From an optimization exercise on the open Yosys and OpenROAD flow, aimed at small area; shortcuts taken in it are not production practice.
Function was checked by simulation only, so behaviour that the tests miss may differ from the original.
Power and IR drop assume default switching activity.

==> 06-19 <==
## regfile_scoreboard
module regfile_scoreboard
#(
    parameter int DATA_W   = regfile_pkg::RF_DATA_W,
    parameter int ADDR_W   = regfile_pkg::RF_ADDR_W,
    parameter int ZERO_REG = 1
) (
    input  logic              clk,
    input  logic              rst,
    input  logic [ADDR_W-1:0] raddr0,
    input  logic [ADDR_W-1:0] raddr1,
    output logic [DATA_W-1:0] rdata0,
    output logic [DATA_W-1:0] rdata1,
    output logic              busy0,
    output logic              busy1,
    input  logic [ADDR_W-1:0] waddr,
    input  logic [DATA_W-1:0] wdata,
    input  logic              wren,
    input  logic [ADDR_W-1:0] ldaddr,
    input  logic [DATA_W-1:0] lddata,
    input  logic              ldwren,
    input  logic [ADDR_W-1:0] iss_addr,
    input  logic              iss_valid,
    output logic [ADDR_W:0]   pend_cnt
);
==> module regfile_scoreboard, before the edit <==
module regfile_scoreboard
#(
    parameter int DATA_W   = regfile_pkg::RF_DATA_W,
    parameter int ADDR_W   = regfile_pkg::RF_ADDR_W,
    parameter int ZERO_REG = 1
) (
    input  logic              clk,
    input  logic              rst,
    input  logic [ADDR_W-1:0] raddr0,
    input  logic [ADDR_W-1:0] raddr1,
    output logic [DATA_W-1:0] rdata0,
    output logic [DATA_W-1:0] rdata1,
    output logic              busy0,
    output logic              busy1,
    input  logic [ADDR_W-1:0] waddr,
    input  logic [DATA_W-1:0] wdata,
    input  logic              wren,
    input  logic [ADDR_W-1:0] ldaddr,
    input  logic [DATA_W-1:0] lddata,
    input  logic              ldwren,
    input  logic [ADDR_W-1:0] iss_addr,
    input  logic              iss_valid,
    output logic [ADDR_W:0]   pend_cnt
);
    localparam int   DEPTH = 1 << ADDR_W;
    localparam logic ZR    = (ZERO_REG != 0);
    localparam logic [ADDR_W-1:0] ZIDX = ADDR_W'(regfile_pkg::RF_ZERO_IDX);
    logic [DATA_W-1:0] r_mem [DEPTH];
    logic              w_wr_a;
    logic              w_wr_b;
    always_comb begin
        w_wr_a = wren   && !(ZR && (waddr  == ZIDX));
        w_wr_b = ldwren && !(ZR && (ldaddr == ZIDX));
    end
    always_ff @(posedge clk) begin
        if (rst) begin
            for (int i = (ZR ? 1 : 0); i < DEPTH; i++) begin
                r_mem[i] <= {DATA_W{1'b0}};
            end
        end else begin
            if (w_wr_b) begin
                r_mem[ldaddr] <= lddata;
            end
            if (w_wr_a) begin
                r_mem[waddr] <= wdata;
            end
        end
    end
    always_comb begin
        if (ZR && (raddr0 == ZIDX)) begin
            rdata0 = {DATA_W{1'b0}};
        end else if (wren && (waddr == raddr0)) begin
            rdata0 = wdata;
        end else if (ldwren && (ldaddr == raddr0)) begin
            rdata0 = lddata;
        end else begin
            rdata0 = r_mem[raddr0];
        end
    end
    always_comb begin
        if (ZR && (raddr1 == ZIDX)) begin
            rdata1 = {DATA_W{1'b0}};
        end else if (wren && (waddr == raddr1)) begin
            rdata1 = wdata;
        end else if (ldwren && (ldaddr == raddr1)) begin
            rdata1 = lddata;
        end else begin
            rdata1 = r_mem[raddr1];
        end
    end
    reg_scoreboard #(
        .ADDR_W   (ADDR_W),
        .ZERO_REG (ZERO_REG)
    ) u_sb (
        .clk       (clk),
        .rst       (rst),
        .raddr0    (raddr0),
        .raddr1    (raddr1),
        .busy0     (busy0),
        .busy1     (busy1),
        .waddr     (waddr),
        .wren      (wren),
        .ldaddr    (ldaddr),
        .ldwren    (ldwren),
        .iss_addr  (iss_addr),
        .iss_valid (iss_valid),
        .pend_cnt  (pend_cnt)
    );
endmodule
Settings: LEC_CHECK=0, CAP_MARGIN=20, CORE_MARGIN=2, CORE_UTILIZATION=40, SETUP_SLACK_MARGIN=0.2, SLEW_MARGIN=20; clock period 8.0 ns.
standard.sh (not shown) runs the stock make flow with config.mk's settings and CLKGATE_MAP_FILE= SYNTH_SCRIPT=/design/flow/synth_recipe.tcl, a recipe that flattens the netlist after the stock synthesis.
==> flow/flow/run.sh <==
#!/bin/bash
# The standard layout (standard.sh: standard synthesis, floorplan, place, CTS, route),
# with changes passed to ORFS through its own variables:
#  - CTS without dummy loads, with clkbuf_4 leaf buffers and small sink clusters;
#  - port buffers made with buf_1 instead of the default delay buffer;
#  - after global routing, non-critical cells are downsized (RECOVER_POWER).
# make's full output goes to flow_make.log; ORFS keeps each step's log under orfs/logs/.
set -euo pipefail
export CTS_ARGS="-sink_clustering_enable -repair_clock_nets -dont_use_dummy_load -buf_list sky130_fd_sc_hd__clkbuf_4 -sink_clustering_size 9 -sink_clustering_max_diameter 40"
export BUFFER_PORTS_ARGS="-buffer_cell sky130_fd_sc_hd__buf_1"
export RECOVER_POWER=100
bash standard.sh > flow_make.log 2>&1
==> inputs of 09-16, as changes to 06-19 <==
--- a/flow/design.v
+++ b/flow/design.v
@@ -115,3 +115,3 @@
         if (rst) begin
-            for (int i = (ZR ? 1 : 0); i < DEPTH; i++) begin
+            for (int i = 0; i < DEPTH; i++) begin
                 r_mem[i] <= {DATA_W{1'b0}};
==> flow/flow/run.sh (replaced) <==
#!/bin/bash
# The standard layout (standard.sh), with two changes passed to ORFS through its variables:
#  - CTS without dummy loads, with clkbuf_4 buffers and small sink clusters;
#  - port buffers made with buf_1 instead of the default delay buffer.
# make's full output goes to flow_make.log; ORFS keeps each step's log under orfs/logs/.
set -euo pipefail
export CTS_ARGS="-sink_clustering_enable -repair_clock_nets -dont_use_dummy_load -buf_list sky130_fd_sc_hd__clkbuf_4 -sink_clustering_size 9 -sink_clustering_max_diameter 40"
export BUFFER_PORTS_ARGS="-buffer_cell sky130_fd_sc_hd__buf_1"
bash standard.sh > flow_make.log 2>&1
==> qor summary <==
metric                                                                                 09-16                                            06-19
Outcome                                                                       finished clean                       complete, but fails checks
Reasons for failing layout checks                                                          -  max-capacitance violations, max-slew violations
Total routed wirelength                                                               295 mm                                           286 mm
Initial standard-cell utilization of the core                                          40.3%                                            40.4%
Placement Cell Area                                                              66,000 um^2                                      66,100 um^2
Largest fanout on the critical path                                                       35                                               22
Hold Slack                                                                            516 ps                                           518 ps
Share of total power in combinational logic                                            19.1%                                            18.5%
First-pass GRT wire length                                                            397 mm                                           388 mm
Non-Filler Instances                                                                   6,392                                            6,440
Die height                                                                            401 um                                           402 um
Met2 Wirelength                                                                       121 mm                                           121 mm
Post-Synth Adder-Cell Area                                                            0.183%                                           0.182%
Number of design-rule violations left by the first detailed-router iteration          10,200                                            9,353
Number of inserted diodes                                                                 14                                               15
Average routed wire per standard cell                                                46.1 um                                          44.4 um
Die span in x                                                                         401 um                                           402 um
Data arrival time of the critical path                                               5740 ps                                          5940 ps
TritonRoute pass-1 iters                                                                   9                                                6
Synthesized netlist cell count                                                         4,416                                            4,464
Buffer share of cell area                                                              4.07%                                            3.68%
Clock transition at path regs                                                          60 ps                                            90 ps
Area of the core                                                                156,000 um^2                                     157,000 um^2


==> inputs of 01-10 <==
==> flow/design.v <==
package regfile_pkg;
    localparam int RF_DATA_W   = 32;
    localparam int RF_ADDR_W   = 5;
    localparam int RF_ZERO_IDX = 0;
endpackage
module reg_scoreboard
#(
    parameter int ADDR_W   = regfile_pkg::RF_ADDR_W,
    parameter int ZERO_REG = 1
) (
    input  logic              clk,
    input  logic              rst,
    input  logic [ADDR_W-1:0] raddr0,
    input  logic [ADDR_W-1:0] raddr1,
    output logic              busy0,
    output logic              busy1,
    input  logic [ADDR_W-1:0] waddr,
    input  logic              wren,
    input  logic [ADDR_W-1:0] ldaddr,
    input  logic              ldwren,
    input  logic [ADDR_W-1:0] iss_addr,
    input  logic              iss_valid,
    output logic [ADDR_W:0]   pend_cnt
);
    localparam int   DEPTH = 1 << ADDR_W;
    localparam logic ZR    = (ZERO_REG != 0);
    localparam logic [ADDR_W-1:0] ZIDX = ADDR_W'(regfile_pkg::RF_ZERO_IDX);
    logic [DEPTH-1:0] r_busy;
    logic [DEPTH-1:0] w_busy_nxt;
    logic [ADDR_W:0]  r_cnt;
    logic [ADDR_W:0]  w_cnt_nxt;
    logic             w_set;
    logic             w_clr_a;
    logic             w_clr_b;
    logic             w_inc;
    logic             w_dec_a;
    logic             w_dec_b;
    always_comb begin
        w_set   = iss_valid && !(ZR && (iss_addr == ZIDX));
        w_clr_a = wren      && !(ZR && (waddr    == ZIDX));
        w_clr_b = ldwren    && !(ZR && (ldaddr   == ZIDX));
    end
    always_comb begin
        w_busy_nxt = r_busy;
        for (int i = 0; i < DEPTH; i++) begin
            if (w_set && (iss_addr == ADDR_W'(i))) begin
                w_busy_nxt[i] = 1'b1;
            end else if ((w_clr_a && (waddr == ADDR_W'(i))) ||
                         (w_clr_b && (ldaddr == ADDR_W'(i)))) begin
                w_busy_nxt[i] = 1'b0;
            end else begin
                w_busy_nxt[i] = r_busy[i];
            end
        end
    end
    always_comb begin
        w_inc   = w_set && !r_busy[iss_addr];
        w_dec_a = w_clr_a && r_busy[waddr] && !(w_set && (iss_addr == waddr));
        w_dec_b = w_clr_b && r_busy[ldaddr] && !(w_set && (iss_addr == ldaddr))
                  && !(w_clr_a && (waddr == ldaddr));
        w_cnt_nxt = r_cnt + {{ADDR_W{1'b0}}, w_inc}
                          - {{ADDR_W{1'b0}}, w_dec_a}
                          - {{ADDR_W{1'b0}}, w_dec_b};
    end
    always_ff @(posedge clk) begin
        if (rst) begin
            r_busy <= {DEPTH{1'b0}};
            r_cnt  <= {(ADDR_W+1){1'b0}};
        end else begin
            r_busy <= w_busy_nxt;
            r_cnt  <= w_cnt_nxt;
        end
    end
    always_comb begin
        busy0 = r_busy[raddr0] && !(ldwren && (ldaddr == raddr0));
        busy1 = r_busy[raddr1] && !(ldwren && (ldaddr == raddr1));
    end
    assign pend_cnt = r_cnt;
endmodule
module regfile_scoreboard
#(
    parameter int DATA_W   = regfile_pkg::RF_DATA_W,
    parameter int ADDR_W   = regfile_pkg::RF_ADDR_W,
    parameter int ZERO_REG = 1
) (
    input  logic              clk,
    input  logic              rst,
    input  logic [ADDR_W-1:0] raddr0,
    input  logic [ADDR_W-1:0] raddr1,
    output logic [DATA_W-1:0] rdata0,
    output logic [DATA_W-1:0] rdata1,
    output logic              busy0,
    output logic              busy1,
    input  logic [ADDR_W-1:0] waddr,
    input  logic [DATA_W-1:0] wdata,
    input  logic              wren,
    input  logic [ADDR_W-1:0] ldaddr,
    input  logic [DATA_W-1:0] lddata,
    input  logic              ldwren,
    input  logic [ADDR_W-1:0] iss_addr,
    input  logic              iss_valid,
    output logic [ADDR_W:0]   pend_cnt
);
    localparam int   DEPTH = 1 << ADDR_W;
    localparam logic ZR    = (ZERO_REG != 0);
    localparam logic [ADDR_W-1:0] ZIDX = ADDR_W'(regfile_pkg::RF_ZERO_IDX);
    logic [DATA_W-1:0] r_mem [DEPTH];
    logic              w_wr_a;
    logic              w_wr_b;
    always_comb begin
        w_wr_a = wren   && !(ZR && (waddr  == ZIDX));
        w_wr_b = ldwren && !(ZR && (ldaddr == ZIDX));
    end
    always_ff @(posedge clk) begin
        if (rst) begin
            for (int i = 0; i < DEPTH; i++) begin
                r_mem[i] <= {DATA_W{1'b0}};
            end
        end else begin
            if (w_wr_b) begin
                r_mem[ldaddr] <= lddata;
            end
            if (w_wr_a) begin
                r_mem[waddr] <= wdata;
            end
        end
    end
    always_comb begin
        if (ZR && (raddr0 == ZIDX)) begin
            rdata0 = {DATA_W{1'b0}};
        end else if (wren && (waddr == raddr0)) begin
            rdata0 = wdata;
        end else if (ldwren && (ldaddr == raddr0)) begin
            rdata0 = lddata;
        end else begin
            rdata0 = r_mem[raddr0];
        end
    end
    always_comb begin
        if (ZR && (raddr1 == ZIDX)) begin
            rdata1 = {DATA_W{1'b0}};
        end else if (wren && (waddr == raddr1)) begin
            rdata1 = wdata;
        end else if (ldwren && (ldaddr == raddr1)) begin
            rdata1 = lddata;
        end else begin
            rdata1 = r_mem[raddr1];
        end
    end
    reg_scoreboard #(
        .ADDR_W   (ADDR_W),
        .ZERO_REG (ZERO_REG)
    ) u_sb (
        .clk       (clk),
        .rst       (rst),
        .raddr0    (raddr0),
        .raddr1    (raddr1),
        .busy0     (busy0),
        .busy1     (busy1),
        .waddr     (waddr),
        .wren      (wren),
        .ldaddr    (ldaddr),
        .ldwren    (ldwren),
        .iss_addr  (iss_addr),
        .iss_valid (iss_valid),
        .pend_cnt  (pend_cnt)
    );
endmodule
==> flow/run.sh <==
#!/bin/bash
# synth_recipe.tcl (not shown) runs the flow's synth.tcl, then flattens the netlist and writes it again
# the make line also repeats each setting of config.mk as NAME=value (left out here)
make -C /OpenROAD-flow-scripts/flow DESIGN_CONFIG=/design/flow/config.mk WORK_HOME=/design/flow/orfs CLKGATE_MAP_FILE= SYNTH_SCRIPT=/design/flow/synth_recipe.tcl finish
==> flow/config.mk <==
export PLATFORM = sky130hd
export DESIGN_NAME = regfile_scoreboard
export DESIGN_NICKNAME = regfile_scoreboard
export VERILOG_FILES = /design/flow/design.v
export SDC_FILE = /design/flow/constraint.sdc
export NUM_CORES = 4
export LEC_CHECK = 0
export CAP_MARGIN = 20
export CORE_MARGIN = 2
export CORE_UTILIZATION = 40
export CTS_BUF_LIST = sky130_fd_sc_hd__clkbuf_4
export CTS_CLUSTER_DIAMETER = 40
export CTS_CLUSTER_SIZE = 9
export SETUP_SLACK_MARGIN = 0.2
export SLEW_MARGIN = 20
==> flow/constraint.sdc <==
create_clock -name core_clock -period 8.0 [get_ports {clk}]
set_input_delay 1.6000 -clock core_clock [delete_from_list [all_inputs] [get_ports {clk}]]
set_output_delay 1.6000 -clock core_clock [all_outputs]
set_load 0.01 [all_outputs]
==> 01-17: changes against 01-10 <==
--- a/flow/config.mk
+++ b/flow/config.mk
@@ -8,8 +8,5 @@
 export CAP_MARGIN = 20
 export CORE_MARGIN = 2
 export CORE_UTILIZATION = 40
-export CTS_BUF_LIST = sky130_fd_sc_hd__clkbuf_4
-export CTS_CLUSTER_DIAMETER = 40
-export CTS_CLUSTER_SIZE = 9
 export SETUP_SLACK_MARGIN = 0.2
 export SLEW_MARGIN = 20
==> comparison table <==
| quantity | 01-17 | 01-10 |
|---|---|---|
| Outcome | finished clean | finished clean |
| CTS Buf Count | 115 | 168 |
| Clock Power Share | 38.3% | 31.8% |
| Sequential Power Share | 45.5% | 50.3% |
| Static leakage | 0.0237 uW | 0.0232 uW |
| P_int | 10500 uW | 9260 uW |
| Growth of design area from synthesis to finish | 12.7% | 10.6% |
| Proportion of cell area spent on the clock network | 5.36% | 3.55% |
| Post-layout total power | 14600 uW | 13200 uW |
| Number of global-route vias before repair | 47918 | 48213 |
| Routed metal-1 wire length | 101 mm | 102 mm |
| Antenna violations before repair | 24 | 23 |
| Overall via count from detail_route | 50365 | 50960 |
| Final WL | 297 mm | 298 mm |
| Switching part of the total | 27.6% | 29.6% |
| Number of nets in the finished design | 4399 | 4452 |
| Share of the final layout cell area in multi-input gates | 40.9% | 41.7% |
| GR Layer Usage met1 | 45.7% | 45.8% |

## separate check: timing with driven ports
How much do the figures lean on ideal ports? The routed layouts below were timed once more, with nothing changed but the port constraints.
Step 1 sets driving cells, clkbuf_16 on the clock port and buf_2 on the other inputs (assumed; they add their load-dependent delay and slew).
Step 2 adds t to the input delays and takes it off the output delays; t is the mean of the earliest and latest rising clock arrival at the registers after step 1. Input paths then give back, and output paths get back, about the clock's delay inside the block.
a / b / c = no drivers / after step 1 / after step 2; a / b = the first two.
run	t, ns	setup slack, ns	worst setup path at the end
06-19	1.274	0.462 / 0.440 / -0.040	input to register
09-16	1.273	0.664 / 0.643 / 0.643	input to output
01-10	1.315	0.465 / 0.395 / 0.395	input to output
01-17	0.851	0.496 / 0.423 / 0.423	input to output
For 06-19, which loses most, drivers alone change the setup slack by -0.022 ns; drivers and shift together by -0.502 ns.
